This design comes from an exercise in tuning for small area on the open sky130 flow, not from production work. In this exercise RTL edits were held to simulation tests only and were not proved equivalent to the original. Power and IR drop assume default switching activity. The flow treats the clock pin as an ideal source, which a real chip does not have.

run A:
Design weight_update_stack, start of the top module:
module weight_update_stack #(
    parameter int data_size      = gdo_pkg::GDO_DATA_SIZE,
    parameter int size           = gdo_pkg::GDO_SIZE,
    parameter int max_layer_size = 4,
    parameter int lr_shift       = 4
) (
    input  logic                        clk,
    input  logic                        reset,
    input  logic [data_size*size-1:0]   dc_dw_stream,
    input  logic                        dc_dw_valid,
    input  logic [31:0]                 dc_dw_layer_index,
    input  logic                        batch_end,
    input  logic                        read_req,
    input  logic [31:0]                 read_layer_index,
    input  logic                        wr_en,
    input  logic [31:0]                 wr_layer,
    input  logic [31:0]                 wr_row,
    input  logic [data_size*size-1:0]   wr_data,
    output logic                        ready,
    output logic [data_size*size-1:0]   weight_stream,
    output logic                        weight_valid,
    output logic [31:0]                 weight_row,
    output logic                        drop_err
);
Size in the first run: roughly 3,300 cells after synthesis, about 1,200 flip-flops, ~0.050 mm² of cells after synthesis.
clock: 12.0 ns
lec_check: 0
cap_margin: 20
cell_pad_in_sites_detail_placement: 0
cell_pad_in_sites_global_placement: 1
core_margin: 2
core_utilization: 55
place_density: 0.65
slew_margin: 20
run.sh (not shown) runs the stock make flow with config.mk's settings and CLKGATE_MAP_FILE= SYNTH_SCRIPT=/design/flow/synth_recipe.tcl, a recipe that flattens the netlist after the stock synthesis.
Run A ended with every stage complete and zero timing, DRC or antenna violations.
[inputs] run B vs run A
# run A
export LEC_CHECK = 0
export CAP_MARGIN = 20
export CELL_PAD_IN_SITES_DETAIL_PLACEMENT = 0
export CELL_PAD_IN_SITES_GLOBAL_PLACEMENT = 1
export CORE_MARGIN = 2
export CORE_UTILIZATION = 55
export PLACE_DENSITY = 0.65
export SLEW_MARGIN = 20
create_clock -name core_clock -period 12.0 [get_ports {clk}]
# run B
export LEC_CHECK = 0
export CAP_MARGIN = 5
export CELL_PAD_IN_SITES_DETAIL_PLACEMENT = 0
export CELL_PAD_IN_SITES_GLOBAL_PLACEMENT = 1
export CORE_MARGIN = 2
export CORE_UTILIZATION = 65
export PLACE_DENSITY = 0.75
export SLEW_MARGIN = 5
create_clock -name core_clock -period 12.0 [get_ports {clk}]
==> flow/flow/run.sh (new file) <==
#!/bin/bash
set -euo pipefail
export BUFFER_PORTS_ARGS="-buffer_cell sky130_fd_sc_hd__buf_1"
export CTS_ARGS="-sink_clustering_enable -repair_clock_nets -sink_clustering_size 30 -sink_clustering_max_diameter 120 -dont_use_dummy_load"
bash standard.sh > standard.log 2>&1
==> flow/standard.sh (new file) <==
#!/bin/bash
# synth_recipe.tcl (not shown) runs the flow's synth.tcl, then flattens the netlist and writes it again
# the make line also repeats each setting of config.mk as NAME=value (left out here)
make -C /OpenROAD-flow-scripts/flow DESIGN_CONFIG=/design/flow/config.mk WORK_HOME=/design/flow/orfs CLKGATE_MAP_FILE= SYNTH_SCRIPT=/design/flow/synth_recipe.tcl "${@:-finish}"
removed: flow/run.sh
==> comparison <==
- Run B against run A: fmax barely changed, final weighted congestion in routability-driven placement now sits higher, global-route usage picked up an extra 3.7 points, initial antenna violation count higher.
- From run A to run B the numbers moved as follows: non-clock buffer count went down by about 9%, sequential power stayed essentially flat.
Modified inputs, run C compared to run B
# run B
export LEC_CHECK = 0
export CAP_MARGIN = 5
export CELL_PAD_IN_SITES_DETAIL_PLACEMENT = 0
export CELL_PAD_IN_SITES_GLOBAL_PLACEMENT = 1
export CORE_MARGIN = 2
export CORE_UTILIZATION = 65
export PLACE_DENSITY = 0.75
export SLEW_MARGIN = 5
create_clock -name core_clock -period 12.0 [get_ports {clk}]
# run C
export LEC_CHECK = 0
export CAP_MARGIN = 5
export CELL_PAD_IN_SITES_DETAIL_PLACEMENT = 0
export CELL_PAD_IN_SITES_GLOBAL_PLACEMENT = 1
export CORE_MARGIN = 2
export CORE_UTILIZATION = 55
export CTS_CLUSTER_DIAMETER = 120
export CTS_CLUSTER_SIZE = 30
export PLACE_DENSITY = 0.65
export SLEW_MARGIN = 5
create_clock -name core_clock -period 12.0 [get_ports {clk}]
Notes after the runs:
As far as power share of the combinational group is concerned, run B and run C perform about the same. Side by side, overall die height turned out higher in run C than in run B. Run C vs. run B: non-clock buffer count up about 3.6%; share of the clock period used by the worst path after layout decreased 1.2 points; instance count of the mapped netlist was more or less identical. Taking run B as the reference, in run C net load switching power went up by 0.54%, final core utilization saw a decrease.
## Diff of input files: run D against run C
# run C
export LEC_CHECK = 0
export CAP_MARGIN = 5
export CELL_PAD_IN_SITES_DETAIL_PLACEMENT = 0
export CELL_PAD_IN_SITES_GLOBAL_PLACEMENT = 1
export CORE_MARGIN = 2
export CORE_UTILIZATION = 55
export CTS_CLUSTER_DIAMETER = 120
export CTS_CLUSTER_SIZE = 30
export PLACE_DENSITY = 0.65
export SLEW_MARGIN = 5
create_clock -name core_clock -period 12.0 [get_ports {clk}]
# run D
export LEC_CHECK = 0
export CAP_MARGIN = 0
export CELL_PAD_IN_SITES_DETAIL_PLACEMENT = 0
export CELL_PAD_IN_SITES_GLOBAL_PLACEMENT = 1
export CORE_MARGIN = 2
export CORE_UTILIZATION = 55
export PLACE_DENSITY = 0.65
export SLEW_MARGIN = 0
create_clock -name core_clock -period 12.0 [get_ports {clk}]
==> comparison <==
Between run D and run C, the total clock buffers created by CTS figures differ only marginally. From run D to run C, number of vias per cell did not move at all. The number of setup violations in the final report was comparable across run D and run C. As far as maximum achievable frequency goes, run D and run C are indistinguishable; the numbers are identical. Per the comparison of run D with run C, finished layout cell area was more or less identical, flip-flop and latch share of the layout cell area was more or less identical.

static timing again, ports no longer ideal:
How much do the figures lean on ideal ports? The routed layouts below were timed once more, with nothing changed but the port constraints.
Step 1: set_driving_cell puts a clkbuf_16 on clk and a buf_2 on each other input, an assumption about the parent block.
Step 2 times the ports against the registers' clock, not the clock port: input delays grow and output delays shrink by t, the midpoint of the rising clock arrivals with the driver on.
Slacks: no drivers / after step 1 / after step 2; pairs: no drivers / after step 1.
| run | shift t [ns] | setup slack, ns | worst register clock-pin slew, ns |
|---|---|---|---|
| run A | 0.771 | 0.287 / 0.329 / -0.442 | 0.06 / 0.06 |
| run B | 0.685 | 0.256 / 0.296 / -0.390 | 0.12 / 0.12 |
| run C | 0.691 | 0.395 / 0.429 / -0.262 | 0.12 / 0.12 |
| run D | 0.691 | 0.395 / 0.429 / -0.262 | 0.12 / 0.12 |
With both steps, setup timing fails in every run listed, where it was met with ideal ports. For run A, which loses most, drivers alone change the setup slack by +0.042 ns; drivers and shift together by -0.729 ns.
